Background: an optimization exercise with open tools, aiming at small area, a short achievable clock period and few clock cycles per item. Do not read the settings as production practice.
Function was checked by simulation only, so behaviour that the tests miss may differ from the original.
Power figures rest on the tool's default switching activity, not on a simulated workload.

==> flow/design.v <==
`timescale 1ns / 1ps
package i46_pkg;
  localparam int PLATEAU_SLOTS_DEF = 12;
  localparam int SLOT_W            = 16;
  localparam int CNT_W             = 4;
  localparam int CFG_IDX_W         = 3;
  localparam int CFG_DATA_W        = 64;
  localparam logic [CFG_IDX_W-1:0] CFG_PLATEAU_A = 3'd0;
  localparam logic [CFG_IDX_W-1:0] CFG_PLATEAU_B = 3'd1;
  localparam logic [CFG_IDX_W-1:0] CFG_PLATEAU_C = 3'd2;
  localparam logic [CFG_IDX_W-1:0] CFG_PLATEAU_N = 3'd3;
  localparam logic [CFG_IDX_W-1:0] CFG_RAISE_MIN = 3'd4;
  localparam logic [7:0] ICMP4_ECHO_REPLY    = 8'd0;
  localparam logic [7:0] ICMP4_DEST_UNREACH  = 8'd3;
  localparam logic [7:0] ICMP4_ECHO_REQUEST  = 8'd8;
  localparam logic [7:0] ICMP4_TIME_EXCEEDED = 8'd11;
  localparam logic [7:0] ICMP4_PARAM_PROBLEM = 8'd12;
  localparam logic [7:0] UNR_NET          = 8'd0;
  localparam logic [7:0] UNR_HOST         = 8'd1;
  localparam logic [7:0] UNR_PROTOCOL     = 8'd2;
  localparam logic [7:0] UNR_PORT         = 8'd3;
  localparam logic [7:0] UNR_FRAG_NEEDED  = 8'd4;
  localparam logic [7:0] UNR_SRC_ROUTE    = 8'd5;
  localparam logic [7:0] UNR_NET_UNKNOWN  = 8'd6;
  localparam logic [7:0] UNR_HOST_UNKNOWN = 8'd7;
  localparam logic [7:0] UNR_ISOLATED     = 8'd8;
  localparam logic [7:0] UNR_NET_PROHIB   = 8'd9;
  localparam logic [7:0] UNR_HOST_PROHIB  = 8'd10;
  localparam logic [7:0] UNR_NET_TOS      = 8'd11;
  localparam logic [7:0] UNR_HOST_TOS     = 8'd12;
  localparam logic [7:0] UNR_ADMIN_PROHIB = 8'd13;
  localparam logic [7:0] UNR_PREC_CUTOFF  = 8'd15;
  localparam logic [7:0] PP4_POINTER    = 8'd0;
  localparam logic [7:0] PP4_BAD_LENGTH = 8'd2;
  localparam logic [7:0] ICMP6_DEST_UNREACH  = 8'd1;
  localparam logic [7:0] ICMP6_PKT_TOO_BIG   = 8'd2;
  localparam logic [7:0] ICMP6_TIME_EXCEEDED = 8'd3;
  localparam logic [7:0] ICMP6_PARAM_PROBLEM = 8'd4;
  localparam logic [7:0] ICMP6_ECHO_REQUEST  = 8'd128;
  localparam logic [7:0] ICMP6_ECHO_REPLY    = 8'd129;
  localparam logic [7:0] DU6_NO_ROUTE     = 8'd0;
  localparam logic [7:0] DU6_ADMIN_PROHIB = 8'd1;
  localparam logic [7:0] DU6_PORT         = 8'd4;
  localparam logic [7:0] PP6_HDR_FIELD    = 8'd0;
  localparam logic [7:0] PP6_NEXT_HDR     = 8'd1;
  localparam logic [7:0] PTR6_NEXT_HDR    = 8'd6;
  localparam logic [7:0]        PTR_NONE     = 8'd255;
  localparam logic [SLOT_W:0]   IPV4_HDR_LEN = 17'd20;
  localparam logic [SLOT_W-1:0] MIN_MTU6     = 16'd1280;
  typedef struct packed {
    logic        drop;
    logic        is_err;
    logic [7:0]  t6;
    logic [7:0]  c6;
    logic [31:0] r6;
    logic        is_mtu;
    logic [SLOT_W-1:0] pkt;
    logic [SLOT_W-1:0] m6;
    logic [SLOT_W-1:0] m4;
  } i46_s1_t;
  typedef struct packed {
    logic        drop;
    logic        is_err;
    logic [7:0]  t6;
    logic [7:0]  c6;
    logic [31:0] r6;
    logic        is_mtu;
    logic [SLOT_W-1:0] mtu;
  } i46_s2_t;
  typedef struct packed {
    logic        verdict;
    logic        is_error_message;
    logic [7:0]  msg6_type;
    logic [7:0]  msg6_code;
    logic [31:0] icmp6_rest;
  } i46_s3_t;
endpackage
`timescale 1ns / 1ps
import i46_pkg::*;
module i46_plateau_search
#(
  parameter int PLATEAU_SLOTS = i46_pkg::PLATEAU_SLOTS_DEF
) (
  input  logic [PLATEAU_SLOTS*i46_pkg::SLOT_W-1:0] slots_i,
  input  logic [(PLATEAU_SLOTS+3)/4-1:0]           written_i,
  input  logic [i46_pkg::CNT_W-1:0]  count_i,
  input  logic [i46_pkg::SLOT_W-1:0] tot_len_i,
  output logic [PLATEAU_SLOTS-1:0]   hit_o
);
  logic tnz;
  assign tnz = |tot_len_i;
  always_comb begin
    for (int i = 0; i < PLATEAU_SLOTS; i++) begin
      hit_o[i] = (count_i > CNT_W'(i)) &&
                 (written_i[i/4] ? (slots_i[SLOT_W*i +: SLOT_W] < tot_len_i) : tnz);
    end
  end
endmodule
module i46_plateau_pick
#(
  parameter int PLATEAU_SLOTS = i46_pkg::PLATEAU_SLOTS_DEF
) (
  input  logic [PLATEAU_SLOTS*i46_pkg::SLOT_W-1:0] slots_i,
  input  logic [(PLATEAU_SLOTS+3)/4-1:0]           written_i,
  input  logic [PLATEAU_SLOTS-1:0]   hit_i,
  output logic [i46_pkg::SLOT_W-1:0] value_o
);
  logic [PLATEAU_SLOTS-1:0] first;
  always_comb begin
    value_o = '0;
    for (int i = 0; i < PLATEAU_SLOTS; i++) begin
      first[i] = hit_i[i];
      for (int j = 0; j < i; j++) begin
        first[i] = first[i] & !hit_i[j];
      end
      if (first[i] && written_i[i/4]) begin
        value_o = value_o | slots_i[SLOT_W*i +: SLOT_W];
      end
    end
  end
endmodule
`timescale 1ns / 1ps
import i46_pkg::*;
module icmp4_to_icmp6_header_translate
#(
  parameter int PLATEAU_SLOTS = i46_pkg::PLATEAU_SLOTS_DEF
) (
  input  logic                  clk_i,
  input  logic                  rst_ni,
  input  logic                  cfg_we_i,
  input  logic [i46_pkg::CFG_IDX_W-1:0]  cfg_idx_i,
  input  logic [i46_pkg::CFG_DATA_W-1:0] cfg_data_i,
  input  logic                  in_valid_i,
  output logic                  in_ready_o,
  input  logic [7:0]            in_icmp4_type_i,
  input  logic [7:0]            in_icmp4_code_i,
  input  logic [31:0]           in_icmp4_rest_i,
  input  logic [15:0]           in_echo_identifier_i,
  input  logic [15:0]           in_inner_total_length_i,
  input  logic [15:0]           in_out_link_mtu_i,
  input  logic [15:0]           in_in_link_mtu_i,
  output logic                  out_valid_o,
  input  logic                  out_ready_i,
  output logic                  out_verdict_o,
  output logic                  out_is_error_message_o,
  output logic [7:0]            out_msg6_type_o,
  output logic [7:0]            out_msg6_code_o,
  output logic [31:0]           out_icmp6_rest_o
);
  localparam int NGRP = (PLATEAU_SLOTS + 3) / 4;
  localparam logic [3:0] K_DROP     = 4'd0;
  localparam logic [3:0] K_ECHO_REQ = 4'd1;   
  localparam logic [3:0] K_ECHO_REP = 4'd2;   
  localparam logic [3:0] K_NO_ROUTE = 4'd3;
  localparam logic [3:0] K_PROTO    = 4'd4;
  localparam logic [3:0] K_PORT     = 4'd5;
  localparam logic [3:0] K_FRAG     = 4'd6;   
  localparam logic [3:0] K_ADMIN    = 4'd7;
  localparam logic [3:0] K_TIME     = 4'd8;   
  localparam logic [3:0] K_PARAM    = 4'd9;   
  logic [PLATEAU_SLOTS*SLOT_W-1:0] plateau_q;
  logic [NGRP-1:0]   written_q;
  logic [CNT_W-1:0]  count_q;
  logic              raise_q;
  for (genvar s = 0; s < PLATEAU_SLOTS; s++) begin : g_slot
    localparam int G = s / 4;
    localparam int L = s % 4;
    always_ff @(posedge clk_i) begin
      if (cfg_we_i && (cfg_idx_i == CFG_IDX_W'(G))) begin
        plateau_q[SLOT_W*s +: SLOT_W] <= cfg_data_i[SLOT_W*L +: SLOT_W];
      end
    end
  end
  for (genvar g = 0; g < NGRP; g++) begin : g_wr
    always_ff @(posedge clk_i or negedge rst_ni) begin
      if (!rst_ni) begin
        written_q[g] <= 1'b0;
      end else if (cfg_we_i && (cfg_idx_i == CFG_IDX_W'(g))) begin
        written_q[g] <= 1'b1;
      end
    end
  end
  always_ff @(posedge clk_i or negedge rst_ni) begin
    if (!rst_ni) begin
      count_q <= '0;
      raise_q <= 1'b1;
    end else if (cfg_we_i) begin
      if (cfg_idx_i == CFG_PLATEAU_N) begin
        count_q <= cfg_data_i[CNT_W-1:0];
      end
      if (cfg_idx_i == CFG_RAISE_MIN) begin
        raise_q <= cfg_data_i[0];
      end
    end
  end
  logic v1_q, v2_q, v3_q;
  logic rdy1, rdy2, rdy3;
  logic in_fire;
  assign rdy3       = !v3_q || out_ready_i;
  assign rdy2       = !v2_q || rdy3;
  assign rdy1       = !v1_q || rdy2;
  assign in_ready_o = rdy1;
  assign in_fire    = in_valid_i && rdy1;
  always_ff @(posedge clk_i or negedge rst_ni) begin
    if (!rst_ni) begin
      v1_q <= 1'b0;
      v2_q <= 1'b0;
      v3_q <= 1'b0;
    end else begin
      if (rdy1) begin
        v1_q <= in_valid_i;
      end
      if (rdy2) begin
        v2_q <= v1_q;
      end
      if (rdy3) begin
        v3_q <= v2_q;
      end
    end
  end
  function automatic logic [7:0] ptr_map(input logic [7:0] p);
    logic [7:0] r;
    case (p)
      8'd0:  r = 8'd0;
      8'd1:  r = 8'd1;
      8'd2:  r = 8'd4;
      8'd3:  r = 8'd4;
      8'd8:  r = 8'd7;
      8'd9:  r = 8'd6;
      8'd12: r = 8'd8;
      8'd13: r = 8'd8;
      8'd14: r = 8'd8;
      8'd15: r = 8'd8;
      8'd16: r = 8'd24;
      8'd17: r = 8'd24;
      8'd18: r = 8'd24;
      8'd19: r = 8'd24;
      default: r = PTR_NONE;
    endcase
    ptr_map = r;
  endfunction
  logic [3:0]         k1_d, k1_q;
  logic [15:0]        a1_d, a1_q, b1_q, c1_q;
  logic [PLATEAU_SLOTS-1:0] hit1_d, hit1_q;
  logic               sel4_d, sel4_q;
  logic [7:0]         ptr6;
  assign ptr6   = ptr_map(in_icmp4_rest_i[31:24]);
  assign sel4_d = ({1'b0, in_in_link_mtu_i} + IPV4_HDR_LEN) < {1'b0, in_out_link_mtu_i};
  i46_plateau_search #(
    .PLATEAU_SLOTS (PLATEAU_SLOTS)
  ) u_search (
    .slots_i   (plateau_q),
    .written_i (written_q),
    .count_i   (count_q),
    .tot_len_i (in_inner_total_length_i),
    .hit_o     (hit1_d)
  );
  always_comb begin
    k1_d = K_DROP;
    case (in_icmp4_type_i)
      ICMP4_ECHO_REQUEST:  k1_d = K_ECHO_REQ;
      ICMP4_ECHO_REPLY:    k1_d = K_ECHO_REP;
      ICMP4_DEST_UNREACH: begin
        case (in_icmp4_code_i)
          UNR_NET, UNR_HOST, UNR_SRC_ROUTE, UNR_NET_UNKNOWN, UNR_HOST_UNKNOWN,
          UNR_ISOLATED, UNR_NET_TOS, UNR_HOST_TOS:            k1_d = K_NO_ROUTE;
          UNR_PROTOCOL:                                       k1_d = K_PROTO;
          UNR_PORT:                                           k1_d = K_PORT;
          UNR_FRAG_NEEDED:                                    k1_d = K_FRAG;
          UNR_NET_PROHIB, UNR_HOST_PROHIB, UNR_ADMIN_PROHIB,
          UNR_PREC_CUTOFF:                                    k1_d = K_ADMIN;
          default:                                            k1_d = K_DROP;
        endcase
      end
      ICMP4_TIME_EXCEEDED: k1_d = K_TIME;
      ICMP4_PARAM_PROBLEM: begin
        if ((in_icmp4_code_i == PP4_POINTER || in_icmp4_code_i == PP4_BAD_LENGTH)
            && (ptr6 != PTR_NONE)) begin
          k1_d = K_PARAM;
        end
      end
      default:             k1_d = K_DROP;
    endcase
  end
  always_comb begin
    case (in_icmp4_type_i)
      ICMP4_ECHO_REQUEST, ICMP4_ECHO_REPLY: a1_d = in_echo_identifier_i;
      ICMP4_DEST_UNREACH:                   a1_d = in_out_link_mtu_i;
      ICMP4_TIME_EXCEEDED:                  a1_d = {8'b0, in_icmp4_code_i};
      default:                              a1_d = {8'b0, ptr6};
    endcase
  end
  always_ff @(posedge clk_i) begin
    if (in_fire) begin
      k1_q   <= k1_d;
      a1_q   <= a1_d;
      b1_q   <= in_icmp4_rest_i[15:0];
      c1_q   <= in_in_link_mtu_i;
      hit1_q <= hit1_d;
      sel4_q <= sel4_d;
    end
  end
  logic [3:0]        k2_q;
  logic [15:0]       a2_d, a2_q, b2_d, b2_q;
  logic [16:0]       c2_d, c2_q;
  logic [15:0]       plat, lnk, lnk_m20;
  logic              lnk_low, lnk_ok;
  logic              frag1;
  i46_plateau_pick #(
    .PLATEAU_SLOTS (PLATEAU_SLOTS)
  ) u_pick (
    .slots_i   (plateau_q),
    .written_i (written_q),
    .hit_i     (hit1_q),
    .value_o   (plat)
  );
  assign lnk     = sel4_q ? (c1_q + 16'd20) : a1_q;
  assign lnk_m20 = sel4_q ? c1_q : (a1_q - 16'd20);
  assign lnk_low = raise_q && (sel4_q ? (c1_q < 16'd1260) : (a1_q < MIN_MTU6));
  assign lnk_ok  = raise_q || sel4_q || (a1_q >= 16'd20);
  assign frag1   = (k1_q == K_FRAG);
  assign a2_d = frag1 ? (lnk_low ? MIN_MTU6 : lnk) : a1_q;
  assign b2_d = (frag1 && (b1_q == '0)) ? plat : b1_q;
  assign c2_d = {lnk_ok, lnk_low ? 16'd1260 : lnk_m20};
  always_ff @(posedge clk_i) begin
    if (v1_q && rdy2) begin
      k2_q <= k1_q;
      a2_q <= a2_d;
      b2_q <= b2_d;
      c2_q <= c2_d;
    end
  end
  i46_pkg::i46_s3_t  s3_d, s3_q;
  logic [SLOT_W-1:0] pkt_fl, mtu;
  logic              use_pkt;
  assign pkt_fl  = (raise_q && (b2_q < 16'd1260)) ? MIN_MTU6 : (b2_q + 16'd20);
  assign use_pkt = c2_q[16] && (b2_q < c2_q[15:0]);
  assign mtu     = use_pkt ? pkt_fl : a2_q;
  always_comb begin
    s3_d = '0;
    case (k2_q)
      K_ECHO_REQ: begin
        s3_d.msg6_type  = ICMP6_ECHO_REQUEST;
        s3_d.icmp6_rest = {a2_q, b2_q};
      end
      K_ECHO_REP: begin
        s3_d.msg6_type  = ICMP6_ECHO_REPLY;
        s3_d.icmp6_rest = {a2_q, b2_q};
      end
      K_NO_ROUTE: begin
        s3_d.is_error_message = 1'b1;
        s3_d.msg6_type        = ICMP6_DEST_UNREACH;
        s3_d.msg6_code        = DU6_NO_ROUTE;
      end
      K_PROTO: begin
        s3_d.is_error_message = 1'b1;
        s3_d.msg6_type        = ICMP6_PARAM_PROBLEM;
        s3_d.msg6_code        = PP6_NEXT_HDR;
        s3_d.icmp6_rest       = {24'b0, PTR6_NEXT_HDR};
      end
      K_PORT: begin
        s3_d.is_error_message = 1'b1;
        s3_d.msg6_type        = ICMP6_DEST_UNREACH;
        s3_d.msg6_code        = DU6_PORT;
      end
      K_FRAG: begin
        s3_d.is_error_message = 1'b1;
        s3_d.msg6_type        = ICMP6_PKT_TOO_BIG;
        s3_d.icmp6_rest       = {16'b0, mtu};
      end
      K_ADMIN: begin
        s3_d.is_error_message = 1'b1;
        s3_d.msg6_type        = ICMP6_DEST_UNREACH;
        s3_d.msg6_code        = DU6_ADMIN_PROHIB;
      end
      K_TIME: begin
        s3_d.is_error_message = 1'b1;
        s3_d.msg6_type        = ICMP6_TIME_EXCEEDED;
        s3_d.msg6_code        = a2_q[7:0];
      end
      K_PARAM: begin
        s3_d.is_error_message = 1'b1;
        s3_d.msg6_type        = ICMP6_PARAM_PROBLEM;
        s3_d.msg6_code        = PP6_HDR_FIELD;
        s3_d.icmp6_rest       = {24'b0, a2_q[7:0]};
      end
      default: begin
        s3_d.verdict = 1'b1;
      end
    endcase
  end
  always_ff @(posedge clk_i) begin
    if (v2_q && rdy3) begin
      s3_q <= s3_d;
    end
  end
  assign out_valid_o            = v3_q;
  assign out_verdict_o          = s3_q.verdict;
  assign out_is_error_message_o = s3_q.is_error_message;
  assign out_msg6_type_o        = s3_q.msg6_type;
  assign out_msg6_code_o        = s3_q.msg6_code;
  assign out_icmp6_rest_o       = s3_q.icmp6_rest;
endmodule
==> flow/flow/run.sh <==
#!/bin/bash
# The standard layout, with plain buffers on the ports instead of the
# delay buffers buffer_ports picks by default, and a clock tree with larger
# sink clusters and no dummy loads.
set -euo pipefail
export BUFFER_PORTS_ARGS="-buffer_cell sky130_fd_sc_hd__buf_1"
export CTS_ARGS="-sink_clustering_enable -repair_clock_nets -dont_use_dummy_load -buf_list sky130_fd_sc_hd__clkbuf_16 -sink_clustering_size 30 -sink_clustering_max_diameter 120"
bash standard.sh > standard.log 2>&1
==> flow/standard.sh <==
#!/bin/bash
# synth_recipe.tcl (not shown) runs the flow's synth.tcl, then flattens the netlist and writes it again
# the make line also repeats each setting of config.mk as NAME=value (left out here)
make -C /OpenROAD-flow-scripts/flow DESIGN_CONFIG=/design/flow/config.mk WORK_HOME=/design/flow/orfs CLKGATE_MAP_FILE= SYNTH_SCRIPT=/design/flow/synth_recipe.tcl "${@:-finish}"
==> flow/config.mk <==
export PLATFORM = sky130hd
export DESIGN_NAME = icmp4_to_icmp6_header_translate
export DESIGN_NICKNAME = icmp4_to_icmp6_header_translate
export VERILOG_FILES = /design/flow/design.v
export SDC_FILE = /design/flow/constraint.sdc
export NUM_CORES = 4
export LEC_CHECK = 0
export CAP_MARGIN = 20
export CORE_MARGIN = 2
export CORE_UTILIZATION = 40
export CTS_BUF_LIST = sky130_fd_sc_hd__clkbuf_8
export SETUP_SLACK_MARGIN = 2.8
export SLEW_MARGIN = 20
==> flow/constraint.sdc <==
create_clock -name core_clock -period 5.5 [get_ports {clk_i}]
set_input_delay 1.1000 -clock core_clock [delete_from_list [all_inputs] [get_ports {clk_i}]]
set_output_delay 1.1000 -clock core_clock [all_outputs]
set_load 0.01 [all_outputs]
==> run summary, run 1 <==
Slew HR 30.9%; Cell Area, Synth between 20000 and 25000 sq um; Hold Path Class flip-flop to flip-flop; TritonCTS clock tree done; RSZ-0062 raised after global routing yes; CTS HTree Levels 1; Starting Density just over 40%; gr ovfl total 0; Tmin final 2.72 ns; worst vdd ir 0.000162 V; Reg area 11000 sq um; Power, Total 5.96 mW; Worst setup EP type flip-flop; die area around 53000 sq um; antenna violations before repair 8; Fillers 4649; met1 usage in global routing 32.3%; gpl congestion 0.959; pwr dens 258 nW/um^2; Crit path top cell by count a21oi_1; Gate Count Post-Synth 1681; main combinational cell family by area after synthesis compound AO/OA/AOI/OAI gates; # IOs 236; Switching Share 28.6%; cts bufs inserted 16; clock transition at the registers of the reported paths 0.12 ns; maximum clock insertion buffer count 3; grt met2 use 35.8%; register area share after synthesis 53.8%; Final Setup Violations 0; die height between 200 and 250 um; Core Region 50300 sq um; sequential group share of total power 58.3%; clock sink total 367; vias in the first global route 14500; Crit Path Max Fanout 5; area grow syn2layout 13.1%; post-synthesis mux area share between 1 and 1.5%; global-route usage over all layers 22.8%; Setup TNS 0 ns; fin cells 2606; Layout Skew 0.0350 ns; synthesized flop and latch total approximately 370; Final WS setup between 2 and 3 ns; share of power burned in the clock network 23.2%; Largest stage delay, worst path 0.49 ns; CP required approximately 5.9 ns; root buffer cell clkbuf_16; worst-skew pair later-pin latency 0.55 ns; compound-gate portion of the synthesized area approximately 16%; synth top area cells edfxtp_1, ha_1, a21oi_1, o21ai_0, nand2_1; critical path type input pin to flip-flop; status timing/DRC/antenna clean; Synth Area in XOR/XNOR approximately 1.7%; vias 15300; Final Cycle Share 49.5%; simple-gate share of the synthesized area a little over a tenth; Unique masters post-synth 79; row cnt 82; drt via density 5.87; Synth Area per Inst 12.1 sq um; fmax about 370 MHz; Worst Tran Pin Value 1.04 ns; Leakage 8.55 nW; ys async rst share under 10%; most common cell after layout, fill and taps aside edfxtp_1; yosys synthesis warning count 3; DRC viols 0; Final ANT Viol Nets 0; global-route met3 utilization 3.65%; pre-CTS WS 1.87 ns; switching power roughly 1.7 mW; Top FF cell, synth edfxtp_1; top-area cell type share of the netlist area 52.4%; Nets about 2300; Post-Route WL 62.3 mm; largest net degree at the start of global routing 66; Final HPWL DP 47.1 mm; global-route wire length before repair 91.0 mm; commonest cells after routing, fill and taps aside edfxtp_1, ha_1, buf_1; drt initial violations 1476; wire per inst 23.9 um; area of the multi-input gates around 9100 sq um; Core Util, Final 45.9%; Post-synth EDFFs about 360; Synth area leader edfxtp_1; crit start category input pin; Top Usage Layer GRT met2; Die Span X approximately 230 um; max_cap viols 0; adder-cell share of the synthesized area a little over an eighth; critical-path cell list clkbuf_2 -> clkinvlp_4 -> ha_1 -> a21oi_1 -> nor2b_1 -> o21ai_0 -> nor4bb_1 -> a31oi_1 -> a21oi_1; Critical Path AT 3.13 ns; PortBufs about 220; share of cells above drive strength 1 9.27%; drt first pass iters 7; P_int ~4.3 mW; combinational fraction of design power 18.5%; slowest stage cell, crit path nor4bb_1; placed insts 2532; Hold Fails Final Rpt 0; final-report max-slew violation count 0
==> cells by family (layout without fill, tap and decap cells) <==
family          Yosys count  in the layout
compound gates          465            465
simple gates            432            432
flops                   367            367
fa+ha+maj               219            219
buf+inv                 136            383
xor+xnor                 39             39
mux                      22             22
other cells               1              7
==> worst paths after layout <==
kind | startpoint | end | slack [ns] | cells past startpoint
worst min register to register | k1_q[0] | k2_q[0] | 0.46 | 0
worst max register to register | b2_q[1] | s3_q[4] | 2.80 | 6
worst max-delay path | in_inner_total_length_i[13] | hit1_q[2] | 2.78 | 9
max in group asynchronous | rst_ni | count_q[0] | 4.18 | 1
min in group asynchronous | rst_ni | count_q[2] | 0.68 | 1
worst min-delay path | k1_q[0] | k2_q[0] | 0.46 | 0
==> routing by layer <==
layer	vias to the layer above	part of all wire, %
met5	-	0.11
met4	10	3.2
met3	102	7.4
met2	625	45
met1	7502	44
li1	7057	-
==> worst max-delay path, delay by kind of cell <==
kind / cells / cell delay [ns]
AOI/OAI and AO/OA: 4 / 0.67
and+or+nand+nor: 2 / 0.56
buffers and inverters: 2 / 0.44
adders and majority gates: 1 / 0.36
==> power groups by stage <==
stage | logic (mW) | registers (mW) | clock network (mW)
2_1_floorplan | 0.671 | 3.45 | 0
3_3_place_gp | 0.986 | 3.54 | 0
3_5_place_dp | 1.02 | 3.54 | 0
4_1_cts | 1.05 | 3.47 | 1.40
5_1_grt | 1.21 | 3.49 | 1.50
6_report | 1.10 | 3.47 | 1.38
==> area by class of cell <==
class	count	share of cell area [%]
clock buffer	16	1.74
inverter	74	1.33
sequential	367	47.5
timing repair inverter	2	0.0542
multi-input combinational	1181	39.6
tap	672	3.65
antenna	3	0.0325
timing repair buffer	291	6.04
==> Yosys cell counts, types with 17 or more instances <==
cell	count
nand3_1	34
a21o_1	36
o21ai_0	88
a221o_1	35
nor4_1	23
ha_1	219
o211ai_1	17
inv_1	74
edfxtp_1	356
nand2_1	107
clkbuf_1	35
xnor2_1	22
a21oi_1	90
a22oi_1	28
nor3_1	18
and2_1	38
xor2_1	17
nor2b_1	23
nand4_1	26
nand2b_1	28
nor2_1	84
==> registers in the layout, indices dropped and copies added, names as in the netlist, 3 cells and up <==
signal     count
a2_q          16
written_q      3
s3_q          46
b2_q          16
k1_q           4
b1_q          16
k2_q           4
plateau_q    192
count_q        4
c1_q          16
c2_q          17
hit1_q        12
a1_q          16
==> what timing repair did <==
item	in CTS	in global routing
setup endpoints to repair	62	44
hold endpoints to repair	0	0
cloned	0	2
hold buffers	0	0
setup buffers	16	37
pin swaps	3	3
resized for setup	22	41
==> per-stage QoR <==
stage                     hold slack (ns)  area (sq um)
after CTS                           0.456         22700
after detailed placement            0.430         22100
after global routing                0.477         23100
after floorplan                     0.418         20500
after global placement              0.431         22100
final                               0.456         23100
Testbench counts, summed over its fixed seeds: cycles 8,448, items 8,192.
==> run 2: changes to the inputs <==
==> flow/flow/run.sh (replaced) <==
#!/bin/bash
# The standard layout, with plain buffers on the ports instead of the
# delay buffers buffer_ports picks by default, and a clock tree with larger
# sink clusters and no dummy loads.
set -euo pipefail
export BUFFER_PORTS_ARGS="-buffer_cell sky130_fd_sc_hd__buf_1"
export CTS_ARGS="-sink_clustering_enable -repair_clock_nets -dont_use_dummy_load -buf_list sky130_fd_sc_hd__clkbuf_16 -sink_clustering_size 20 -sink_clustering_max_diameter 80"
bash standard.sh > standard.log 2>&1
==> run 2 against run 1 <==
Effect of this change: still clean on timing, DRC and antenna; combinational power about the same; final area up 0.87%; worst hold slack worse by 0.0080 ns; count of clock-buffer cells in the layout up 9; via count up 0.16%; non-clock buffer count unchanged; largest cell class unchanged; highest routed layer unchanged.
==> run summary, run 2 <==
DRC viols 0 (unchanged); antenna violations before repair 8 (unchanged); max_cap viols 0 (unchanged); gr ovfl total 0 (unchanged); Worst setup EP type flip-flop (unchanged); top flop regs plateau_q (192), s3_q (46), c2_q (17) (unchanged); worst vdd ir 0.000218 V (was 0.000162 V); vias 15300 (about the same); commonest cells in the netlist edfxtp_1, ha_1, nand2_1, a21oi_1, o21ai_0 (unchanged); Gate Count Post-Synth 1681 (unchanged); gpl congestion 0.959 (unchanged); Starting Density 40.6% (unchanged); global-route wire length before repair 91.4 mm (was 91.0 mm); # IOs 236 (unchanged); Leakage 8.66 nW (was 8.55 nW); cts bufs inserted 25 (was 16); wire per inst 23.9 um (about the same); Hold Path Class flip-flop to flip-flop (unchanged); maximum clock insertion buffer count 3 (unchanged); Crit Path Max Fanout 6 (was 5); drt initial violations 1668 (was 1476); ys async rst share 3.00% (unchanged); area grow syn2layout 14.1% (was 13.1%); Tmin final 2.70 ns (was 2.72 ns); Post-Route WL 62.6 mm (was 62.3 mm); Synth Area per Inst 12.1 sq um (unchanged); crit start category flip-flop (was input pin); global-route usage over all layers 22.9% (was 22.8%); Worst Tran Pin Value 1.03 ns (was 1.04 ns); most common cell in the netlist edfxtp_1 (unchanged); Final HPWL DP 47.1 mm (unchanged); drt via density 5.86 (was 5.87); Setup TNS 0 ns (unchanged); Nets 2345 (was 2336); Final Cycle Share 49.0% (was 49.5%); Synth area leader edfxtp_1 (unchanged); RSZ-0062 raised after global routing yes (unchanged); placed insts 2532 (unchanged); Final Setup Violations 0 (unchanged); Die Span X 230 um (unchanged); Cell Area, Synth 20400 sq um (unchanged); commonest cells after routing, fill and taps aside edfxtp_1, ha_1, buf_1 (unchanged); Core Region 50300 sq um (unchanged); Post-DP Area 22100 sq um (unchanged); vias in the first global route 14500 (about the same); Core Util, Final 46.3% (was 45.9%); synth top area cells edfxtp_1, ha_1, a21oi_1, o21ai_0, nand2_1 (unchanged); Post-synth EDFFs 356 (unchanged); share of cells above drive strength 1 9.64% (was 9.27%); Hold Fails Final Rpt 0 (unchanged); R2R depth 6 (unchanged); pwr dens 270 nW/um^2 (was 258 nW/um^2); post-route cell area 23300 sq um (was 23100 sq um); Worst Hold Path Cells 0 (unchanged); final-report max-slew violation count 0 (unchanged); Unique masters post-synth 79 (unchanged); top-area cell type share of the netlist area 52.4% (unchanged); Top reg by flops plateau_q (unchanged); most common cell after layout, fill and taps aside edfxtp_1 (unchanged); Critical Path AT 3.01 ns (was 3.13 ns); largest net degree at the start of global routing 66 (unchanged); root buffer cell clkbuf_16 (unchanged); die height 230 um (unchanged); Slew HR 31.1% (was 30.9%); max FFs per register 192 (unchanged); die area 52800 sq um (unchanged); CP required 5.82 ns (was 5.91 ns); drt first pass iters 9 (was 7); PortBufs 223 (unchanged); critical path type flip-flop to flip-flop (was input pin to flip-flop); row cnt 82 (unchanged); Layout Skew 0.0520 ns (was 0.0350 ns); status timing/DRC/antenna clean (unchanged); fmax 371 MHz (was 367 MHz); yosys synthesis warning count 3 (unchanged); clock transition at the registers of the reported paths 0.08 ns (was 0.12 ns); CTS HTree Levels 1 (unchanged); clock sink total 367 (unchanged); register area share after synthesis 53.8% (unchanged); Top FF cell, synth edfxtp_1 (unchanged); fin cells 2615 (was 2606); TritonCTS clock tree done (unchanged); synthesized flop and latch total 367 (unchanged); worst-skew pair later-pin latency 0.57 ns (was 0.55 ns); Final ANT Viol Nets 0 (unchanged)
==> run 2: worst max-delay path, stage by stage (launching register included) <==
cell       delay, ns
edfxtp_1        0.50
ha_1            0.34
a2111oi_0       0.39
a21oi_1         0.15
a211oi_4        0.40
o22ai_1         0.25
a221o_1         0.42
==> run 2: path summary, 6_finish.rpt <==
kind                                   end  startpoint  slack [ns]
max in group asynchronous       count_q[1]      rst_ni        4.18
worst min register to register     k2_q[0]     k1_q[0]        0.45
worst max-delay path               s3_q[4]     b2_q[1]        2.80
worst max register to register     s3_q[4]     b2_q[1]        2.80
worst min-delay path               k2_q[0]     k1_q[0]        0.45
min in group asynchronous       count_q[0]      rst_ni        0.67
==> run 2: power breakdown <==
| group | switching (mW) | total [mW] | internal, mW |
|---|---|---|---|
| combinational | 0.665 | 1.10 | 0.433 |
| clock | 0.899 | 1.70 | 0.802 |
| sequential | 0.187 | 3.48 | 3.29 |
| total | 1.75 | 6.27 | 4.52 |
==> run 2: layout make-up <==
type                       instances  area, sq um
antenna                            3         7.51
clock buffer                      25          626
fill                            4654        27000
inverter                          74          308
multi-input combinational       1181         9120
sequential                       367        11000
tap                              672          841
timing repair buffer             291         1390
timing repair inverter             2         10.0
==> run 2: logic make-up (layout without fill, tap and decap cells) <==
family | count (synthesis) | in the layout | synth area share [%]
AOI/OAI and AO/OA | 465 | 465 | 16.1
xor gates and xnor gates | 39 | 39 | 1.68
adders and majority gates | 219 | 219 | 13.4
buffers and inverters | 136 | 392 | 2.76
DFF | 367 | 367 | 53.8
muxes | 22 | 22 | 1.20
other | 1 | 7 | 0.0184
and+or+nand+nor | 432 | 432 | 11.0
==> run 2: per-layer routing <==
layer	part of all wire [%]	vias to the layer above	track usage, %
met5	0.11	-	0
met4	3.0	10	7.40
met3	7.2	100	3.72
met2	46	585	36.1
met1	44	7547	32.4
li1	-	7079	-
==> run 2: metrics by stage <==
step,hold WS (ns),power (mW),setup slack [ns]
4_1_cts,0.449,6.26,2.81
6_report,0.448,6.27,2.80
5_1_grt,0.468,6.52,2.76
3_5_place_dp,0.430,4.55,1.87
3_3_place_gp,0.431,4.52,1.92
2_1_floorplan,0.418,4.12,1.78
==> run 2: what timing repair did <==
action | 4_1_cts | 5_1_grt
gates cloned | 0 | 2
hold buffers | 0 | 0
gates resized for setup | 18 | 40
pin swaps | 3 | 4
endpoints found under the setup margin | 62 | 41
setup buffers | 20 | 33
==> run 3: changes to the inputs <==
--- a/flow/config.mk
+++ b/flow/config.mk
@@ -9,5 +9,6 @@
 export CORE_MARGIN = 2
 export CORE_UTILIZATION = 40
 export CTS_BUF_LIST = sky130_fd_sc_hd__clkbuf_8
+export PLACE_DENSITY = 0.7
 export SETUP_SLACK_MARGIN = 2.8
 export SLEW_MARGIN = 20
==> run 3 against run 2 <==
Effect of this change: still clean on timing, DRC and antenna; critical path type is now input pin to flip-flop; largest cell class unchanged; clock power about the same; clock skew decreased by 0.016 ns; maximum frequency decreased by 1.7%.
==> run summary, run 3 <==
Worst setup EP type flip-flop (unchanged); Final ANT Viol Nets 0 (unchanged); clock sink total 367 (unchanged); top flop regs plateau_q (192), s3_q (46), c2_q (17) (unchanged); Hold Slack 0.460 ns (was 0.448 ns); Starting Density 40.6% (unchanged); maximum clock insertion buffer count 3 (unchanged); Synth Area per Inst 12.1 sq um (unchanged); combinational fraction of design power 18.2% (was 17.5%); placed insts 2535 (was 2532); yosys synthesis warning count 3 (unchanged); metal2 WL 28.2 mm (was 28.6 mm); global-route wire length before repair 90.7 mm (was 91.4 mm); met1 wire length 26.3 mm (was 27.6 mm); area grow syn2layout 15.1% (was 14.1%); Unique masters post-synth 79 (unchanged); gr ovfl total 0 (unchanged); CTS HTree Levels 1 (unchanged); Gate Count Post-Synth 1681 (unchanged); largest net degree at the start of global routing 66 (unchanged); worst vdd ir 0.000192 V (was 0.000218 V); most common cell after layout, fill and taps aside edfxtp_1 (unchanged); Post-synth EDFFs 356 (unchanged); critical-path cell list buf_1 -> clkinvlp_4 -> ha_1 -> nand4_1 -> nor2_1 -> o211ai_1 -> a21oi_1 -> nor3_1 -> o32a_1 (was ha_1 -> a2111oi_0 -> a21oi_1 -> a211oi_4 -> o22ai_1 -> a221o_1); Final Setup Violations 0 (unchanged); Slew HR 32.3% (was 31.1%); Setup TNS 0 ns (unchanged); pwr dens 267 nW/um^2 (was 270 nW/um^2); Top reg by flops plateau_q (unchanged); max_cap viols 0 (unchanged); pre-CTS WS 1.88 ns (was 1.87 ns); Final HPWL DP 47.0 mm (was 47.1 mm); synthesized flop and latch total 367 (unchanged); worst-skew pair later-pin latency 0.57 ns (about the same); share of cells above drive strength 1 10.7% (was 9.64%); RSZ-0062 raised after global routing yes (unchanged); Layout Skew 0.0362 ns (was 0.0520 ns); Cell Area, Synth 20400 sq um (unchanged); gpl congestion 0.916 (was 0.959); Nets 2365 (was 2345); drt initial violations 1552 (was 1668); commonest cells after routing, fill and taps aside edfxtp_1, ha_1, buf_1 (unchanged); Core Region 50300 sq um (unchanged); Synth area leader edfxtp_1 (unchanged); status timing/DRC/antenna clean (unchanged); top-area cell type share of the netlist area 52.4% (unchanged); Switching Share 28.1% (was 27.9%); cts bufs inserted 24 (was 25); die height 230 um (unchanged); Largest stage delay, worst path 0.37 ns (was 0.50 ns); max FFs per register 192 (unchanged); vias 15400 (was 15300); TritonCTS clock tree done (unchanged); die area 52800 sq um (unchanged); Tmin final 2.74 ns (was 2.70 ns); fmax 365 MHz (was 371 MHz); routed wl met3 5.10 mm (was 4.48 mm); ys async rst share 3.00% (unchanged); register area share after synthesis 53.8% (unchanged); antenna violations before repair 9 (was 8); Die Span X 230 um (unchanged); Crit Path Max Fanout 8 (was 6); slowest stage cell, crit path ha_1 (was edfxtp_1); most common cell in the netlist edfxtp_1 (unchanged); synth top area cells edfxtp_1, ha_1, a21oi_1, o21ai_0, nand2_1 (unchanged); row cnt 82 (unchanged); Leakage 8.73 nW (was 8.66 nW); CP required 5.83 ns (was 5.82 ns); DRC viols 0 (unchanged); Worst Tran Pin Value 1.02 ns (was 1.03 ns); clock transition at the registers of the reported paths 0.09 ns (was 0.08 ns); commonest cells in the netlist edfxtp_1, ha_1, nand2_1, a21oi_1, o21ai_0 (unchanged); share of power burned in the clock network 26.6% (was 27.1%); uppermost layer routed met5 (unchanged); vias in the first global route 14800 (was 14500); P_int 4.51 mW (was 4.52 mW); drt first pass iters 5 (was 9); Hold Fails Final Rpt 0 (unchanged); fin cells 2638 (was 2615); critical path type input pin to flip-flop (was flip-flop to flip-flop); Final WS setup 2.76 ns (was 2.80 ns); PortBufs 223 (unchanged); sequential group share of total power 55.2% (was 55.4%); Hold Path Class flip-flop to flip-flop (unchanged); Final Cycle Share 49.9% (was 49.0%); Top FF cell, synth edfxtp_1 (unchanged); Critical Path AT 3.08 ns (was 3.01 ns); Post-Route WL 62.0 mm (was 62.6 mm); # IOs 236 (unchanged); global-route usage over all layers 22.8% (was 22.9%); wire per inst 23.5 um (was 23.9 um); final-report max-slew violation count 0 (unchanged); root buffer cell clkbuf_16 (unchanged); crit start category input pin (was flip-flop); drt via density 5.83 (was 5.86); hold buffer count at cts 0 (unchanged); switching power 1.76 mW (was 1.75 mW)
-- run 3: kinds of logic after synthesis --
logic type	Yosys count	synth area share (%)
AOI/OAI and AO/OA	465	16.1
xor gates and xnor gates	39	1.68
adders and majority gates	219	13.4
buffers and inverters	136	2.76
DFF	367	53.8
muxes	22	1.20
other	1	0.0184
and+or+nand+nor	432	11.0
-- run 3: cell type report --
cell class	instances	area [sq um]
Sequential cell	367	11000
Clock buffer	24	601
Timing Repair Buffer	313	1570
Antenna cell	6	15.0
Multi-Input combinational cell	1181	9150
Inverter	74	315
Fill cell	4555	26800
Tap cell	672	841
Timing Repair inverter	1	7.51
-- run 3: stage by stage --
step | area (sq um) | utilization, % | power [mW]
after floorplan | 20500 | - | 4.12
after global placement | 22100 | 43.9 | 4.52
after detailed placement | 22100 | 43.9 | 4.56
after CTS | 22800 | 45.4 | 6.21
after global routing | 23500 | 46.7 | 6.51
final | 23500 | 46.7 | 6.28
-- run 3: final timing paths --
check | from | to | slack, ns | depth (start not counted)
max | in_inner_total_length_i[15] | hit1_q[1] | 2.76 | 9
min | k1_q[0] | k2_q[0] | 0.46 | 0
max reg2reg | b1_q[0] | b2_q[9] | 2.77 | 6
min reg2reg | k1_q[0] | k2_q[0] | 0.46 | 0
max in group asynchronous | rst_ni | written_q[0] | 4.18 | 1
min in group asynchronous | rst_ni | count_q[1] | 0.65 | 1
-- run 3: critical path: cells and delay by family --
| family | cells | cell delay [ns] |
|---|---|---|
| adder cells (fa/ha/maj) | 1 | 0.37 |
| AND/OR/NAND/NOR | 3 | 0.48 |
| buffers and inverters | 2 | 0.57 |
| AO/OA/AOI/OAI | 3 | 0.55 |
-- run 3: timing repair --
| item | in CTS | in global routing |
|---|---|---|
| gates cloned | 0 | 1 |
| buffers inserted | 16 | 56 |
| setup endpoints to repair | 55 | 87 |
| pin swaps | 2 | 2 |
| resized for setup | 18 | 48 |
-- run 3: power groups by stage --
stage,combinational (mW),clock (mW),sequential [mW]
after floorplan,0.671,0,3.45
after global placement,0.991,0,3.53
after detailed placement,1.02,0,3.54
after CTS,1.05,1.69,3.47
after global routing,1.25,1.78,3.48
final,1.14,1.67,3.46
-- run 3: layer usage --
metal	vias up	GRT usage [%]
met5	-	0
met4	6	9.52
met3	105	4.29
met2	679	35.9
met1	7459	30.8
li1	7127	-
==> run 4: changes to the inputs <==
--- a/flow/config.mk
+++ b/flow/config.mk
@@ -9,6 +9,5 @@
 export CORE_MARGIN = 2
 export CORE_UTILIZATION = 40
 export CTS_BUF_LIST = sky130_fd_sc_hd__clkbuf_8
-export PLACE_DENSITY = 0.7
-export SETUP_SLACK_MARGIN = 2.8
+export SETUP_SLACK_MARGIN = 2.65
 export SLEW_MARGIN = 20
==> run 4 against run 3 <==
Effect of this change: register-to-register slack lost 0.02 ns; synthesized cell count is the same; critical path type unchanged; count of clock-buffer cells in the layout increased by 1; worst setup slack worse by 0.050 ns; area after synthesis stayed put; die area did not move; non-clock buffer count down 52; clock power hardly changed; largest power group unchanged.
==> run summary, run 4 <==
drt first pass iters 8 (was 5); row cnt 82 (unchanged); cts bufs inserted 25 (was 24); Post-synth EDFFs 356 (unchanged); Post-DP Area 22000 sq um (was 22100 sq um); Worst Tran Pin Value 1.02 ns (about the same); Final HPWL DP 46.7 mm (was 47.0 mm); die height 230 um (unchanged); vias 15100 (was 15400); CTS HTree Levels 1 (unchanged); top flop regs plateau_q (192), s3_q (46), c2_q (17) (unchanged); root buffer cell clkbuf_16 (unchanged); drt initial violations 1269 (was 1552); clock transition at the registers of the reported paths 0.08 ns (was 0.09 ns); final-report max-slew violation count 0 (unchanged); commonest cells in the netlist edfxtp_1, ha_1, nand2_1, a21oi_1, o21ai_0 (unchanged); Final Setup Violations 0 (unchanged); commonest cells after routing, fill and taps aside edfxtp_1, ha_1, buf_1 (unchanged); largest net degree at the start of global routing 66 (unchanged); synthesized flop and latch total 367 (unchanged); register area share after synthesis 53.8% (unchanged); global-route wire length before repair 89.9 mm (was 90.7 mm); Top reg by flops plateau_q (unchanged); max FFs per register 192 (unchanged); clock sink total 367 (unchanged); Hold Path Class input pin to async pin (was flip-flop to flip-flop); vias in the first global route 14500 (was 14800); area grow syn2layout 12.2% (was 15.1%); drt via density 5.84 (was 5.83); fin cells 2586 (was 2638); placed insts 2536 (was 2535); status timing/DRC/antenna clean (unchanged); gpl congestion 0.969 (was 0.916); Cell Area, Synth 20400 sq um (unchanged); Final Cycle Share 50.8% (was 49.9%); pwr dens 272 nW/um^2 (was 267 nW/um^2); Core Region 50300 sq um (unchanged); PortBufs 223 (unchanged); Layout Skew 0.0259 ns (was 0.0362 ns); Starting Density 40.6% (unchanged); RSZ-0062 raised after global routing yes (unchanged); most common cell in the netlist edfxtp_1 (unchanged); DRC viols 0 (unchanged); yosys synthesis warning count 3 (unchanged); critical path type input pin to flip-flop (unchanged); Final ANT Viol Nets 0 (unchanged); fmax 358 MHz (was 365 MHz); Post-Route WL 60.9 mm (was 62.0 mm); worst-skew pair later-pin latency 0.56 ns (was 0.57 ns); Synth Area per Inst 12.1 sq um (unchanged); Slew HR 31.9% (was 32.3%); Hold Fails Final Rpt 0 (unchanged); post-route cell area 22900 sq um (was 23500 sq um); ys async rst share 3.00% (unchanged); die area 52800 sq um (unchanged); Leakage 8.48 nW (was 8.73 nW); Worst setup EP type flip-flop (unchanged); Unique masters post-synth 79 (unchanged); gr ovfl total 0 (unchanged); Crit Path Max Fanout 11 (was 8); Hold Slack 0.419 ns (was 0.460 ns); Die Span X 230 um (unchanged); most common cell after layout, fill and taps aside edfxtp_1 (unchanged); Synth area leader edfxtp_1 (unchanged); Tmin final 2.79 ns (was 2.74 ns); Setup TNS 0 ns (unchanged); share of cells above drive strength 1 6.29% (was 10.7%); top-area cell type share of the netlist area 52.4% (unchanged); Critical Path AT 3.15 ns (was 3.08 ns); wire per inst 23.5 um (about the same); CP required 5.85 ns (was 5.83 ns); max_cap viols 0 (unchanged); antenna violations before repair 10 (was 9); Gate Count Post-Synth 1681 (unchanged); maximum clock insertion buffer count 3 (unchanged); Top FF cell, synth edfxtp_1 (unchanged); global-route usage over all layers 22.5% (was 22.8%); worst vdd ir 0.000219 V (was 0.000192 V); crit start category input pin (unchanged); hold buffer count at cts 0 (unchanged); # IOs 236 (unchanged); Nets 2313 (was 2365); TritonCTS clock tree done (unchanged); synth top area cells edfxtp_1, ha_1, a21oi_1, o21ai_0, nand2_1 (unchanged)
## run 4: cell counts after synthesis
No cell type changed its count.
## run 4: worst max-delay path: stages
cell and delay [ns]:
buf_1 0.16, clkinvlp_4 0.27, buf_4 0.22, ha_1 0.31, a211o_1 0.26, o211ai_1 0.08, a21oi_1 0.09, o21ai_0 0.15
a21boi_0 0.17, o41ai_1 0.35
## run 4: worst paths after layout
path                       cells past startpoint                  startpoint  slack (ns)        end
max                                           10  in_inner_total_length_i[9]        2.71  hit1_q[7]
min                                            1                      rst_ni        0.42       v2_q
max reg2reg                                    6                     b1_q[0]        2.75    b2_q[9]
min reg2reg                                    0                     k1_q[3]        0.45    k2_q[3]
max in group asynchronous                      2                      rst_ni        4.51    raise_q
min in group core_clock                        0                     k1_q[3]        0.45    k2_q[3]
## run 4: kinds of logic after synthesis
logic type	count (synthesis)	share of synthesized area, %
DFF	367	53.8
buffers and inverters	136	2.76
muxes	22	1.20
xor gates and xnor gates	39	1.68
adders and majority gates	219	13.4
AOI/OAI and AO/OA	465	16.1
and+or+nand+nor	432	11.0
other	1	0.0184
## run 4: where the power goes
group / internal [mW] / switching (mW)
sequential: 3.29 / 0.185
clock: 0.802 / 0.883
combinational: 0.410 / 0.651
total: 4.50 / 1.72
## run 4: metrics by stage
step           power, mW  setup slack, ns  util, %
4_1_cts             6.24             2.61     45.2
6_report            6.22             2.71     45.5
3_5_place_dp        4.56             2.05     43.8
2_1_floorplan       4.12             1.78        -
5_1_grt             6.48             2.63     45.5
3_3_place_gp        4.52             2.02     43.8
## run 4: metal layers
metal | track usage [%] | routed length (um)
met3 | 3.42 | 4240
met4 | 7.28 | 1780
met1 | 31.4 | 26800
met5 | 0 | 61
met2 | 35.9 | 28000
## run 4: what timing repair did
action | 4_1_cts | 5_1_grt
buffers inserted | 4 | 15
endpoints found under the hold margin | 0 | 0
resized for setup | 9 | 17
setup endpoints to repair | 21 | 30
pin swaps | 0 | 1
cloned | 0 | 0
## run 4: final cells by class
cell class	count	area, sq um
Timing Repair Buffer	261	1140
Clock buffer	25	626
Inverter	74	289
Fill cell	4704	27400
Multi-Input combinational cell	1181	9000
Sequential cell	367	11000
Tap cell	672	841
Antenna cell	6	15.0
==> run 5: changes to the inputs <==
--- a/flow/config.mk
+++ b/flow/config.mk
@@ -9,5 +9,5 @@
 export CORE_MARGIN = 2
 export CORE_UTILIZATION = 40
 export CTS_BUF_LIST = sky130_fd_sc_hd__clkbuf_8
-export SETUP_SLACK_MARGIN = 2.65
+export SETUP_SLACK_MARGIN = 2.72
 export SLEW_MARGIN = 20
==> run 5 against run 4 <==
Effect of this change: via count increased by 0.38%; register-to-register slack better by 0.06 ns; sequential share of layout area shrank 0.26 points; maximum frequency rose by 1.1%; utilization rose by 0.24 points; synthesized cell count did not move; worst setup slack gained 0.029 ns; non-clock buffer count up 9; worst hold slack improved by 0.038 ns; area after synthesis is the same; critical endpoint is now hit1_q[2].
==> run summary, run 5 <==
Final HPWL DP 46.7 mm (about the same); ys async rst share 3.00% (unchanged); CP Capture Point hit1_q[2] (was hit1_q[7]); top flop regs plateau_q (192), s3_q (46), c2_q (17) (unchanged); CTS HTree Levels 1 (unchanged); die area 52800 sq um (unchanged); drt via density 5.85 (was 5.84); RSZ-0062 raised after global routing yes (unchanged); cts bufs inserted 25 (unchanged); Fillers 4641 (was 4704); Nets 2322 (was 2313); maximum clock insertion buffer count 3 (unchanged); Worst setup EP type flip-flop (unchanged); worst vdd ir 0.000172 V (was 0.000219 V); worst-skew pair later-pin latency 0.57 ns (was 0.56 ns); global-route usage over all layers 22.6% (was 22.5%); commonest cells in the netlist edfxtp_1, ha_1, nand2_1, a21oi_1, o21ai_0 (unchanged); Power, Total 6.25 mW (was 6.22 mW); area of the multi-input gates 9030 sq um (was 9000 sq um); Final ANT Viol Nets 0 (unchanged); DRC viols 0 (unchanged); Leakage 8.54 nW (was 8.48 nW); reg-to-reg endpoint a2_q[12] (was b2_q[9]); gpl congestion 0.940 (was 0.969); drt first pass iters 6 (was 8); antenna violations before repair 6 (was 10); PortBufs 223 (unchanged); status timing/DRC/antenna clean (unchanged); Final Cycle Share 50.3% (was 50.8%); Cell Area, Synth 20400 sq um (unchanged); max FFs per register 192 (unchanged); max_cap viols 0 (unchanged); Slew HR 30.7% (was 31.9%); gr ovfl total 0 (unchanged); global-route wire length before repair 90.4 mm (was 89.9 mm); die height 230 um (unchanged); Setup TNS 0 ns (unchanged); Core Region 50300 sq um (unchanged); Synth Area per Inst 12.1 sq um (unchanged); top-area cell type share of the netlist area 52.4% (unchanged); yosys synthesis warning count 3 (unchanged); clock sink total 367 (unchanged); fmax 362 MHz (was 358 MHz); Worst Tran Pin Value 1.04 ns (was 1.02 ns); Tmin final 2.76 ns (was 2.79 ns); clock transition at the registers of the reported paths 0.08 ns (about the same); area grow syn2layout 12.8% (was 12.2%); Post-Route WL 61.3 mm (was 60.9 mm); most common cell after layout, fill and taps aside edfxtp_1 (unchanged); Starting Density 40.6% (unchanged); CP required 5.92 ns (was 5.85 ns); Synth area leader edfxtp_1 (unchanged); R2R depth 6 (unchanged); Top reg by flops plateau_q (unchanged); TritonCTS clock tree done (unchanged); Unique masters post-synth 79 (unchanged); crit start category input pin (unchanged); share of cells above drive strength 1 7.46% (was 6.29%); Top FF cell, synth edfxtp_1 (unchanged); Critical Path AT 3.18 ns (was 3.15 ns); row cnt 82 (unchanged); commonest cells after routing, fill and taps aside edfxtp_1, ha_1, buf_1 (unchanged); Hold Fails Final Rpt 0 (unchanged); drt initial violations 1333 (was 1269); Die Span X 230 um (unchanged); synthesized flop and latch total 367 (unchanged); Gate Count Post-Synth 1681 (unchanged); Hold Path Class flip-flop to flip-flop (was input pin to async pin); critical path type input pin to flip-flop (unchanged); root buffer cell clkbuf_16 (unchanged); largest net degree at the start of global routing 66 (unchanged); vias in the first global route 14500 (about the same); Crit Path Max Fanout 9 (was 11); # IOs 236 (unchanged); r2r startpoint c1_q[2] (was b1_q[0]); setup slack, reg-to-reg 2.81 ns (was 2.75 ns); Final Setup Violations 0 (unchanged); synth top area cells edfxtp_1, ha_1, a21oi_1, o21ai_0, nand2_1 (unchanged); Layout Skew 0.0359 ns (was 0.0259 ns); Crit. Startpoint in_inner_total_length_i[13] (was in_inner_total_length_i[9]); Post-synth EDFFs 356 (unchanged); pwr dens 272 nW/um^2 (about the same); final-report max-slew violation count 0 (unchanged); most common cell in the netlist edfxtp_1 (unchanged); register area share after synthesis 53.8% (unchanged); wire per inst 23.6 um (was 23.5 um); Reg area 11000 sq um (unchanged); vias 15200 (was 15100)
[run 5: changes by cell type in the layout (fill, tap and decap cells not counted), moves of 2 or more]
cell | before | now
clkbuf_2 | 7 | 11
buf_12 | 0 | 2
a2111oi_0 | 7 | 5
a21boi_0 | 3 | 1
buf_4 | 36 | 44
clkinvlp_4 | 3 | 6
inv_1 | 71 | 68
buf_1 | 215 | 211
diode_2 | 6 | 4
a2111oi_1 | 1 | 3
[run 5: area by class of cell]
class	instances	area share, %
diodes	4	0.0435
multi-input cells	1181	39.2
repair buffers	270	5.36
well taps	672	3.65
flip-flops and latches	367	47.7
clock buffers	25	2.72
inverters	74	1.31
[run 5: worst min path at each step]
| stage | endpoint | slack (ns) | depth (start not counted) | from |
|---|---|---|---|---|
| 2_1_floorplan | k2_q[2] | 0.42 | 0 | k1_q[2] |
| 3_3_place_gp | k2_q[0] | 0.43 | 0 | k1_q[0] |
| 3_5_place_dp | k2_q[3] | 0.44 | 0 | k1_q[3] |
| 4_1_cts | k2_q[3] | 0.46 | 0 | k1_q[3] |
| 5_1_grt | k2_q[3] | 0.47 | 0 | k1_q[3] |
| 6_report | k2_q[3] | 0.46 | 0 | k1_q[3] |
[run 5: logic make-up (layout without fill, tap and decap cells)]
group	after synthesis	count (layout)	synth area share (%)
DFF	367	367	53.8
adders and majority gates	219	219	13.4
AOI/OAI and AO/OA	465	465	16.1
and+or+nand+nor	432	432	11.0
xor gates and xnor gates	39	39	1.68
buffers and inverters	136	369	2.76
muxes	22	22	1.20
other	1	8	0.0184
[run 5: power breakdown]
part / total [mW] / switching (mW) / leakage (nW) / internal, mW
Combinational: 1.07 / 0.653 / 4.79 / 0.422
Sequential: 3.48 / 0.187 / 3.44 / 3.29
Clock: 1.70 / 0.894 / 0.308 / 0.803
[run 5: what timing repair did]
action                     in CTS  in global routing
hold buffers                    0                  0
setup buffers                   6                 26
gates cloned                    0                  0
pin swaps                       0                  1
resized for setup              11                 28
setup endpoints to repair      45                 44
[run 5: through the flow]
step           std cells  area (sq um)  hold slack, ns  util [%]  setup WS (ns)
4_1_cts             2563         22700           0.457      45.2           2.73
3_3_place_gp        2532         22000           0.431      43.8           2.05
3_5_place_dp        2532         22000           0.438      43.8           2.07
2_1_floorplan       1684         20500           0.418         -           1.78
6_report            2593         23000           0.457      45.8           2.74
5_1_grt             2592         23000           0.467      45.8           2.64
[run 5: worst max-delay path, stage by stage]
cell	delay, ns
buf_1	0.19
clkinvlp_4	0.28
ha_1	0.38
a21oi_1	0.16
nor2b_1	0.06
o21ai_0	0.15
nor4bb_1	0.49
a31oi_1	0.20
a21oi_1	0.15
[run 5: layer usage]
layer / vias to the layer above / share of wire [%] / wire length, um / global-route usage [%]
met1: 7335 / 43 / 26400 / 31.6
met5: - / 0.060 / 37 / 0
met3: 92 / 8.0 / 4900 / 3.76
li1: 7038 / - / - / -
met4: 6 / 3.4 / 2100 / 8.19
met2: 686 / 45 / 27900 / 35.5
==> run 6: changes to the inputs <==
--- a/flow/config.mk
+++ b/flow/config.mk
@@ -5,9 +5,9 @@
 export SDC_FILE = /design/flow/constraint.sdc
 export NUM_CORES = 4
 export LEC_CHECK = 0
-export CAP_MARGIN = 20
+export CAP_MARGIN = 5
 export CORE_MARGIN = 2
 export CORE_UTILIZATION = 40
 export CTS_BUF_LIST = sky130_fd_sc_hd__clkbuf_8
-export SETUP_SLACK_MARGIN = 2.72
-export SLEW_MARGIN = 20
+export SETUP_SLACK_MARGIN = 2.8
+export SLEW_MARGIN = 5
==> run 6 against run 5 <==
Effect of this change: still clean; die area did not move; flip-flop and latch count stayed put; via count increased by 1.4%; critical path depth is 3 lower; first-iteration DRC count rose by 25%; register-to-register slack hardly changed; routed wire length up 2.1%; critical endpoint is now s3_q[4]; largest power group unchanged.
==> run summary, run 6 <==
clock transition at the registers of the reported paths 0.08 ns (about the same); die height 230 um (unchanged); Worst Hold Path Cells 0 (unchanged); placed insts 2532 (unchanged); max_cap viols 0 (unchanged); fmax 371 MHz (was 362 MHz); CTS HTree Levels 1 (unchanged); status timing/DRC/antenna clean (unchanged); r2r startpoint b2_q[1] (was c1_q[2]); Slew HR 24.2% (was 30.7%); Final Setup Violations 0 (unchanged); wire per inst 23.9 um (was 23.6 um); Leakage 8.66 nW (was 8.54 nW); gpl congestion 0.959 (was 0.940); Hold Slack 0.448 ns (was 0.457 ns); routed wl met3 4.58 mm (was 4.90 mm); Hold Fails Final Rpt 0 (unchanged); maximum clock insertion buffer count 3 (unchanged); vias 15400 (was 15200); Final ANT Viol Nets 0 (unchanged); metal2 WL 28.6 mm (was 27.9 mm); Nets 2345 (was 2322); top-area cell type share of the netlist area 52.4% (unchanged); Setup TNS 0 ns (unchanged); register area share after synthesis 53.8% (unchanged); Crit Path Max Fanout 6 (was 9); Top FF cell, synth edfxtp_1 (unchanged); synth top area cells edfxtp_1, ha_1, a21oi_1, o21ai_0, nand2_1 (unchanged); Top reg by flops plateau_q (unchanged); met1 wire length 27.4 mm (was 26.4 mm); area grow syn2layout 14.1% (was 12.8%); Worst Tran Pin Value 1.14 ns (was 1.04 ns); top flop regs plateau_q (192), s3_q (46), c2_q (17) (unchanged); synthesized flop and latch total 367 (unchanged); PortBufs 223 (unchanged); hold path start k1_q[0] (was k1_q[3]); Hold Path Class flip-flop to flip-flop (unchanged); yosys synthesis warning count 3 (unchanged); pwr dens 270 nW/um^2 (was 272 nW/um^2); root buffer cell clkbuf_16 (unchanged); Worst setup EP type flip-flop (unchanged); row cnt 82 (unchanged); share of cells above drive strength 1 9.64% (was 7.46%); R2R depth 6 (unchanged); clock sink total 367 (unchanged); Synth area leader edfxtp_1 (unchanged); TritonCTS clock tree done (unchanged); DRC viols 0 (unchanged); Gate Count Post-Synth 1681 (unchanged); Synth Area per Inst 12.1 sq um (unchanged); drt first pass iters 5 (was 6); Power, Total 6.27 mW (was 6.25 mW); Post-Route WL 62.6 mm (was 61.3 mm); most common cell in the netlist edfxtp_1 (unchanged); simple-gate share of the synthesized area 11.0% (unchanged); commonest cells after routing, fill and taps aside edfxtp_1, ha_1, buf_1 (unchanged); hold buffer count at cts 0 (unchanged); crit start category flip-flop (was input pin); # IOs 236 (unchanged); drt via density 5.87 (was 5.85); global-route usage over all layers 22.9% (was 22.6%); critical path type flip-flop to flip-flop (was input pin to flip-flop); adder-cell share of the synthesized area 13.4% (unchanged); Critical Path AT 3.01 ns (was 3.18 ns); Starting Density 40.6% (unchanged); Unique masters post-synth 79 (unchanged); RSZ-0062 raised after global routing yes (unchanged); reg-to-reg endpoint s3_q[4] (was a2_q[12]); area of the multi-input gates 9110 sq um (was 9030 sq um); main combinational cell family by area after synthesis compound AO/OA/AOI/OAI gates (unchanged); uppermost layer routed met5 (unchanged); CP required 5.82 ns (was 5.92 ns); Tmin final 2.70 ns (was 2.76 ns); most common cell after layout, fill and taps aside edfxtp_1 (unchanged); fin cells 2615 (was 2593); Final HPWL DP 47.1 mm (was 46.7 mm); vias in the first global route 14500 (about the same); antenna violations before repair 8 (was 6); cts bufs inserted 25 (unchanged); final-report max-slew violation count 0 (unchanged); Final WS setup 2.80 ns (was 2.74 ns); drt initial violations 1668 (was 1333); Die Span X 230 um (unchanged); largest net degree at the start of global routing 66 (unchanged); global-route wire length before repair 91.4 mm (was 90.4 mm); die area 52800 sq um (unchanged); Post-synth EDFFs 356 (unchanged); Core Region 50300 sq um (unchanged); commonest cells in the netlist edfxtp_1, ha_1, nand2_1, a21oi_1, o21ai_0 (unchanged); ys async rst share 3.00% (unchanged); Fillers 4654 (was 4641); pre-CTS WS 1.87 ns (was 2.07 ns); compound-gate portion of the synthesized area 16.1% (unchanged); Reg area 11000 sq um (unchanged); worst vdd ir 0.000218 V (was 0.000172 V); post-synthesis mux area share 1.20% (unchanged); max FFs per register 192 (unchanged); Final Cycle Share 49.0% (was 50.3%); Layout Skew 0.0516 ns (was 0.0359 ns); Synth Area in XOR/XNOR 1.68% (unchanged); setup slack, reg-to-reg 2.80 ns (was 2.81 ns); Hold EP k2_q[0] (was k2_q[3]); worst-skew pair later-pin latency 0.57 ns (about the same); gr ovfl total 0 (unchanged); Cell Area, Synth 20400 sq um (unchanged)
[run 6: cell count changes in the layout (fill, tap and decap cells not counted), sizes merged]
cell	delta
buf	+17
clkbuf	+4
clkinvlp	+4
diode	-1
inv	-2
[run 6: worst max-delay path, stage by stage (launching register included)]
cell and delay [ns]:
edfxtp_1 0.50, ha_1 0.34, a2111oi_0 0.39, a21oi_1 0.15, a211oi_4 0.40, o22ai_1 0.25, a221o_1 0.42
[run 6: per-stage QoR]
step                      utilization, %  cell area (sq um)
after floorplan                        -              20500
after global placement              43.9              22100
after detailed placement            43.9              22100
after CTS                           45.5              22900
after global routing                46.3              23300
final                               46.3              23300
[run 6: logic make-up after synthesis]
family          count (synthesis)
compound gates                465
xor+xnor                       39
fa+ha+maj                     219
buf+inv                       136
flops                         367
mux                            22
other cells                     1
simple gates                  432
[run 6: worst max-delay path by stage]
stage,start,endpoint,slack [ns],depth (start not counted)
global placement,in_inner_total_length_i[1],hit1_q[9],1.92,8
CTS,in_in_link_mtu_i[4],sel4_q,2.81,12
finish,b2_q[1],s3_q[4],2.80,6
detailed placement,in_inner_total_length_i[1],hit1_q[9],1.87,8
global route,c1_q[2],a2_q[12],2.76,6
floorplan,cfg_we_i,plateau_q[100],1.78,1
[run 6: timing repair]
item / 4_1_cts / 5_1_grt
gates cloned: 0 / 2
setup endpoints to repair: 62 / 41
setup buffers: 20 / 33
resized for setup: 18 / 40
pin swaps: 3 / 4
[run 6: metal layers]
metal / track usage [%] / up-vias
met5: 0 / -
met4: 7.40 / 10
met3: 3.72 / 108
met2: 36.1 / 588
met1: 32.4 / 7576
li1: - / 7080
[run 6: cell type report]
type / count / share of cell area, %
inverter: 74 / 1.32
tap: 672 / 3.61
multi-input combinational: 1181 / 39.2
sequential: 367 / 47.1
clock buffer: 25 / 2.69
timing repair buffer: 291 / 5.99
antenna: 3 / 0.0323
timing repair inverter: 2 / 0.0430
[run 6: power by group]
group | internal [mW] | total, mW | switching (mW)
sequential | 3.29 | 3.48 | 0.187
combinational | 0.433 | 1.10 | 0.665
clock | 0.802 | 1.70 | 0.897

## re-timing with driven ports
The flow's constraints put no driver on any port. The routed layouts listed below were extracted and timed again, unchanged, in two steps.
Step 1 (the two cells are an assumption about what drives the block):
set clk [get_ports {clk_i}]
set_driving_cell -lib_cell sky130_fd_sc_hd__clkbuf_16 $clk
set_driving_cell -lib_cell sky130_fd_sc_hd__buf_2 [delete_from_list [all_inputs] $clk]
Step 2 moves the port delays by t, midway between the first and last clock arrival at a register: inputs arrive t later, outputs are due t later. That takes back most of the time a late clock gives input paths.
Slacks: ideal / step 1 / step 2; pairs: ideal / step 1.
| run | t, ns | setup WS [ns] | slew at the worst register clock pin (ns) |
|---|---|---|---|
| run 1 | 0.583 | 2.779 / 2.796 / 2.227 | 0.12 / 0.12 |
| run 2 | 0.599 | 2.802 / 2.792 / 2.253 | 0.08 / 0.08 |
| run 3 | 0.609 | 2.757 / 2.770 / 2.176 | 0.09 / 0.09 |
| run 4 | 0.604 | 2.706 / 2.736 / 2.132 | 0.08 / 0.08 |
| run 5 | 0.604 | 2.736 / 2.764 / 2.160 | 0.09 / 0.09 |
| run 6 | 0.599 | 2.803 / 2.792 / 2.270 | 0.08 / 0.08 |
After both steps every run listed still meets setup and hold. The setup slack of run 3, which loses most, moves by +0.013 ns with the drivers and by -0.581 ns with both steps.
